Background: an optimization exercise with open tools, aiming at small area, a short achievable clock period and few clock cycles per item. Do not read the settings as production practice. Power is estimated from default activity; no workload was simulated.

==> flow/design.v <==
`timescale 1ns / 1ps
`default_nettype none
package rprc_pkg;
  localparam int MAX_RING_BITS = 16;
  localparam int CFG_INDEX_W   = 3;
  localparam int CFG_DATA_W    = 64;
  typedef enum logic [CFG_INDEX_W-1:0] {
    REG_RING_SIZE_LOG2    = 3'd0,
    REG_MAX_MESSAGE_BYTES = 3'd1,
    REG_MESSAGES_TOTAL    = 3'd2,
    REG_BYTES_TOTAL       = 3'd3,
    REG_FAILED_TOTAL      = 3'd4
  } reg_index_t;
  localparam logic [4:0]  RESET_RING_SIZE_LOG2    = 5'd10;
  localparam logic [16:0] RESET_MAX_MESSAGE_BYTES = 17'd4096;
  typedef enum logic [1:0] {
    ACT_RESERVE  = 2'd0,
    ACT_COMMIT   = 2'd1,
    ACT_ROLLBACK = 2'd2,
    ACT_PUSH     = 2'd3
  } action_t;
  typedef enum logic [2:0] {
    ST_OK     = 3'd0,
    ST_SIZE   = 3'd1,
    ST_CLOSED = 3'd2,
    ST_FULL   = 3'd3,
    ST_BUSY   = 3'd4,
    ST_NORES  = 3'd5
  } status_t;
  typedef struct packed {
    action_t     action;
    logic [19:0] message_length;
    logic [15:0] consumer_read_index;
    logic        reader_attached;
  } rprc_in_t;
  typedef struct packed {
    status_t     status;
    logic [15:0] slot_number;
    logic        prefix_write;
    logic [16:0] prefix_value;
    logic [15:0] published_write_index;
    logic [15:0] free_slots;
    logic [63:0] messages_total;
    logic [63:0] bytes_total;
    logic [63:0] failed_total;
  } rprc_out_t;
  typedef struct packed {
    logic [4:0]  ring_size_log2;
    logic [16:0] max_message_bytes;
  } rprc_cfg_t;
endpackage
`default_nettype wire
`timescale 1ns / 1ps
`default_nettype none
import rprc_pkg::*;
module rprc_core (
  input  wire logic         clk,
  input  wire logic         rst,
  input  wire logic         in_valid,
  output logic              in_ready,
  input  wire logic [38:0]  in_data,
  output logic              out_valid,
  input  wire logic         out_ready,
  output logic [260:0]      out_data,
  input  wire logic         cfg_we,
  input  wire logic [rprc_pkg::CFG_INDEX_W-1:0] cfg_index,
  input  wire logic [rprc_pkg::CFG_DATA_W-1:0]  cfg_data
);
  logic [3:0]  e_m1;
  logic [16:0] max_len;
  logic [4:0]  cfg_l;
  logic [3:0]  cfg_e_m1;
  logic [15:0] mask;
  assign cfg_l    = cfg_data[4:0];
  assign cfg_e_m1 = (cfg_l == 5'd0) ? 4'd0 : (cfg_l[4] ? 4'd15 : 4'(cfg_l - 5'd1));
  always_ff @(posedge clk) begin
    if (rst) begin
      e_m1    <= 4'(RESET_RING_SIZE_LOG2 - 5'd1);
      max_len <= RESET_MAX_MESSAGE_BYTES;
    end else if (cfg_we) begin
      case (cfg_index)
        REG_RING_SIZE_LOG2:    e_m1    <= cfg_e_m1;
        REG_MAX_MESSAGE_BYTES: max_len <= cfg_data[16:0];
        default: ;
      endcase
    end
  end
  always_comb begin
    for (int i = 0; i < 16; i++) mask[i] = (i == 0) || (e_m1 >= 4'(i));
  end
  logic accept;
  assign in_ready = !rst && (!out_valid || out_ready);
  assign accept   = in_valid && in_ready;
  logic [15:0] wp;
  logic [15:0] wp1;        
  logic        hold;
  logic [15:0] held;
  logic [63:0] msgs, bytes, fails;
  logic [1:0]  act;
  logic [19:0] len;
  logic [15:0] rdi;
  logic        att;
  logic        len_ok, full;
  logic [2:0]  status;
  logic        publish, fail, take_slot, slot_flag, hold_next;
  logic [15:0] free0, free_new;
  assign act = in_data[38:37];
  assign len = in_data[36:17];
  assign rdi = in_data[16:1];
  assign att = in_data[0];
  assign len_ok = (len != 20'd0) && (len <= {3'b000, max_len});
  assign full   = ((wp1 ^ rdi) & mask) == 16'd0;
  always_comb begin
    status    = ST_OK;
    publish   = 1'b0;
    fail      = 1'b0;
    take_slot = 1'b0;
    slot_flag = 1'b0;
    hold_next = hold;
    case (act)
      ACT_RESERVE: begin
        if (!len_ok)          status = ST_SIZE;
        else if (hold)        status = ST_BUSY;
        else if (!att)        status = ST_CLOSED;
        else if (full)        status = ST_FULL;
        else begin
          take_slot = 1'b1;
          slot_flag = 1'b1;
          hold_next = 1'b1;
        end
      end
      ACT_COMMIT: begin
        if (!len_ok)          status = ST_SIZE;
        else if (!hold)       status = ST_NORES;
        else begin
          slot_flag = 1'b1;
          publish   = 1'b1;
          hold_next = 1'b0;
        end
      end
      ACT_ROLLBACK: begin
        hold_next = 1'b0;
      end
      default: begin
        if (!len_ok)          status = ST_SIZE;
        else if (!att)        begin status = ST_CLOSED; fail = 1'b1; end
        else if (hold || full) begin status = ST_FULL; fail = 1'b1; end
        else begin
          take_slot = 1'b1;
          slot_flag = 1'b1;
          publish   = 1'b1;
        end
      end
    endcase
  end
  logic [15:0] free_flip;
  assign free0 = rdi + ~wp;
  always_comb begin
    free_flip[0] = 1'b1;
    for (int i = 1; i < 16; i++) free_flip[i] = ~|(free0 & ~(16'hFFFF << i));
  end
  assign free_new = (free0 ^ (free_flip & {16{publish}})) & mask;
  logic [63:0] cfg_z;
  logic ld_msgs, ld_bytes, ld_fails;
  assign cfg_z    = rst ? 64'd0 : cfg_data;
  assign ld_msgs  = rst || (cfg_we && (cfg_index == REG_MESSAGES_TOTAL));
  assign ld_bytes = rst || (cfg_we && (cfg_index == REG_BYTES_TOTAL));
  assign ld_fails = rst || (cfg_we && (cfg_index == REG_FAILED_TOTAL));
  logic inc_pub, inc_fail, inc_hi;
  assign inc_pub  = accept && publish;
  assign inc_fail = accept && fail;
  logic [63:0] msgs_ones, fails_ones;
  logic [46:0] bytes_ones;
  logic [17:0] bytes_lo;
  logic [63:0] msgs_keep, fails_keep, bytes_keep;
  always_comb begin
    msgs_ones[0]  = 1'b1;
    fails_ones[0] = 1'b1;
    for (int i = 1; i < 64; i++) begin
      msgs_ones[i]  = &(msgs  | (64'hFFFF_FFFF_FFFF_FFFF << i));
      fails_ones[i] = &(fails | (64'hFFFF_FFFF_FFFF_FFFF << i));
    end
    bytes_ones[0] = 1'b1;
    for (int i = 1; i < 47; i++)
      bytes_ones[i] = &(bytes[63:17] | (47'h7FFF_FFFF_FFFF << i));
  end
  assign bytes_lo   = {1'b0, bytes[16:0]} + {1'b0, len[16:0]};
  assign inc_hi     = inc_pub && bytes_lo[17];
  assign msgs_keep  = ld_msgs  ? cfg_z : msgs;
  assign fails_keep = ld_fails ? cfg_z : fails;
  assign bytes_keep = ld_bytes ? cfg_z : bytes;
  always_ff @(posedge clk) begin
    msgs         <= msgs_keep  ^ (msgs_ones  & {64{inc_pub}});
    fails        <= fails_keep ^ (fails_ones & {64{inc_fail}});
    bytes[63:17] <= bytes_keep[63:17] ^ (bytes_ones & {47{inc_hi}});
    bytes[16:0]  <= bytes_keep[16:0]  ^ ((bytes_lo[16:0] ^ bytes[16:0]) & {17{inc_pub}});
  end
  logic [15:0] wp_flip, wp1_flip;
  logic        take;
  always_comb begin
    wp_flip[0]  = 1'b1;
    wp1_flip[0] = 1'b1;
    for (int i = 1; i < 16; i++) begin
      wp_flip[i]  = &(wp  | (16'hFFFF << i));
      wp1_flip[i] = &(wp1 | (16'hFFFF << i));
    end
  end
  assign take      = accept && take_slot;
  always_ff @(posedge clk) begin
    if (rst) begin
      wp   <= 16'd0;
      wp1  <= 16'd1;
    end else begin
      wp   <= wp  ^ (wp_flip  & {16{inc_pub}});
      wp1  <= wp1 ^ (wp1_flip & {16{inc_pub}});
    end
  end
  always_ff @(posedge clk) begin
    if (rst)         hold <= 1'b0;
    else if (accept) hold <= hold_next;
  end
  always_ff @(posedge clk) begin
    if (take) held <= wp & mask;
  end
  logic [2:0]  r_status;
  logic        r_slot;
  logic        r_pw;
  logic [16:0] r_len;
  logic [15:0] r_free;
  always_ff @(posedge clk) begin
    if (rst)         out_valid <= 1'b0;
    else if (accept) out_valid <= 1'b1;
    else if (out_ready) out_valid <= 1'b0;
  end
  always_ff @(posedge clk) begin
    if (accept) begin
      r_status <= status;
      r_slot   <= slot_flag;
      r_pw     <= publish;
      r_len    <= len[16:0];
      r_free   <= free_new;
    end
  end
  assign out_data = {r_status,
                     held & {16{r_slot}},
                     r_pw,
                     r_len & {17{r_pw}},
                     wp,
                     r_free,
                     msgs,
                     bytes,
                     fails};
endmodule
`default_nettype wire
`timescale 1ns / 1ps
`default_nettype none
import rprc_pkg::*;
module ring_producer_reserve_commit
#(
  parameter int INDEX_BITS = 16
) (
  input  wire logic                   clk,
  input  wire logic                   rst,
  input  wire logic                   in_valid,
  output logic                        in_ready,
  input  wire logic [38:0]            in_data,
  output logic                        out_valid,
  input  wire logic                   out_ready,
  output logic [260:0]                out_data,
  input  wire logic                   cfg_we,
  input  wire logic [rprc_pkg::CFG_INDEX_W-1:0] cfg_index,
  input  wire logic [rprc_pkg::CFG_DATA_W-1:0]  cfg_data
);
  rprc_core u_core (
    .clk       (clk),
    .rst       (rst),
    .in_valid  (in_valid),
    .in_ready  (in_ready),
    .in_data   (in_data),
    .out_valid (out_valid),
    .out_ready (out_ready),
    .out_data  (out_data),
    .cfg_we    (cfg_we),
    .cfg_index (cfg_index),
    .cfg_data  (cfg_data)
  );
endmodule
`default_nettype wire
export LEC_CHECK = 0
export ABC_AREA = 1
export CAP_MARGIN = 20
export CORE_MARGIN = 2
export CORE_UTILIZATION = 65
export CTS_BUF_LIST = sky130_fd_sc_hd__clkbuf_4 sky130_fd_sc_hd__clkbuf_8
export CTS_CLUSTER_SIZE = 24
export SETUP_SLACK_MARGIN = 2.5
export SLEW_MARGIN = 20
create_clock -name core_clock -period 6.0 [get_ports {clk}]
standard.sh (not shown) runs the stock make flow with config.mk's settings and CLKGATE_MAP_FILE= SYNTH_SCRIPT=/design/flow/synth_recipe.tcl, a recipe that flattens the netlist after the stock synthesis.
==> flow/flow/run.sh <==
#!/bin/bash
# Standard layout, but the port buffers that global placement inserts on
# every input and output are the smallest buffer (buf_1) instead of the
# clkdlybuf4s50_1 the resizer picks by default.
set -euo pipefail
bash standard.sh finish BUFFER_PORTS_ARGS="-buffer_cell sky130_fd_sc_hd__buf_1" > flow_make.log 2>&1
Edit:
--- a/flow/design.v
+++ b/flow/design.v
@@ -103,7 +103,6 @@
   logic        len_ok, full;
   logic [2:0]  status;
   logic        publish, fail, take_slot, slot_flag, hold_next;
-  logic [15:0] free0, free_new;
   assign act = in_data[38:37];
   assign len = in_data[36:17];
   assign rdi = in_data[16:1];
@@ -153,13 +152,6 @@
       end
     endcase
   end
-  logic [15:0] free_flip;
-  assign free0 = rdi + ~wp;
-  always_comb begin
-    free_flip[0] = 1'b1;
-    for (int i = 1; i < 16; i++) free_flip[i] = ~|(free0 & ~(16'hFFFF << i));
-  end
-  assign free_new = (free0 ^ (free_flip & {16{publish}})) & mask;
   logic [63:0] cfg_z;
   logic ld_msgs, ld_bytes, ld_fails;
   assign cfg_z    = rst ? 64'd0 : cfg_data;
@@ -226,7 +218,7 @@
   logic        r_slot;
   logic        r_pw;
   logic [16:0] r_len;
-  logic [15:0] r_free;
+  logic [15:0] r_rdi;
   always_ff @(posedge clk) begin
     if (rst)         out_valid <= 1'b0;
     else if (accept) out_valid <= 1'b1;
@@ -238,15 +230,17 @@
       r_slot   <= slot_flag;
       r_pw     <= publish;
       r_len    <= len[16:0];
-      r_free   <= free_new;
-    end
-  end
+      r_rdi    <= rdi;
+    end
+  end
+  logic [15:0] free_slots;
+  assign free_slots = (r_rdi + ~wp) & mask;
   assign out_data = {r_status,
                      held & {16{r_slot}},
                      r_pw,
                      r_len & {17{r_pw}},
                      wp,
-                     r_free,
+                     free_slots,
                      msgs,
                      bytes,
                      fails};
Outcome: The changed run completed without violations; synthesized area falls by about 5.4%; critical path depth increases by 6; die area fell by 5.3%; cell area falls by about 2.4%; sequential share of layout area went up by 0.81 points; clock-buffer cell count rises by 4; non-clock buffer count came out higher by 23; final cell count shrinks by about 5.5%; hold slack is worse by 0.011 ns; maximum frequency drops by about 17%; routed wire length shrinks by about 6.5%; power came out lower by about 0.6%; sequential power barely changes; via count shrinks by 6.9%.
No functional check of the RTL was part of any run of this note.

-- static timing again, ports no longer ideal --
In the flow no input, the clock included, has a driving cell. The finished layouts below were timed again as built, in two steps.
Step 1 (the two cells are an assumption about what drives the block):
set clk [get_ports {clk}]
set_driving_cell -lib_cell sky130_fd_sc_hd__clkbuf_16 $clk
set_driving_cell -lib_cell sky130_fd_sc_hd__buf_2 [delete_from_list [all_inputs] $clk]
Step 2 also shifts input and output timing later by t, the mid clock arrival at the registers, as if the neighbouring blocks saw the same clock.
Three values: no drivers, after step 1, after step 2; two values: the first two.
run	shift t [ns]	setup slack, ns	hold WS [ns]	clock arrival spread, ns	pins driven straight from the clock port
the first run	0.641	2.617 / 2.646 / 2.004	0.501 / 0.501 / 0.501	0.027 / 0.027	1
the second run	0.627	1.911 / 1.860 / 2.080	0.490 / 0.490 / 0.490	0.011 / 0.011	1
After both steps setup and hold are still met in every run listed. The setup slack of the first run, which loses most, moves by +0.029 ns with the drivers and by -0.613 ns with both steps.
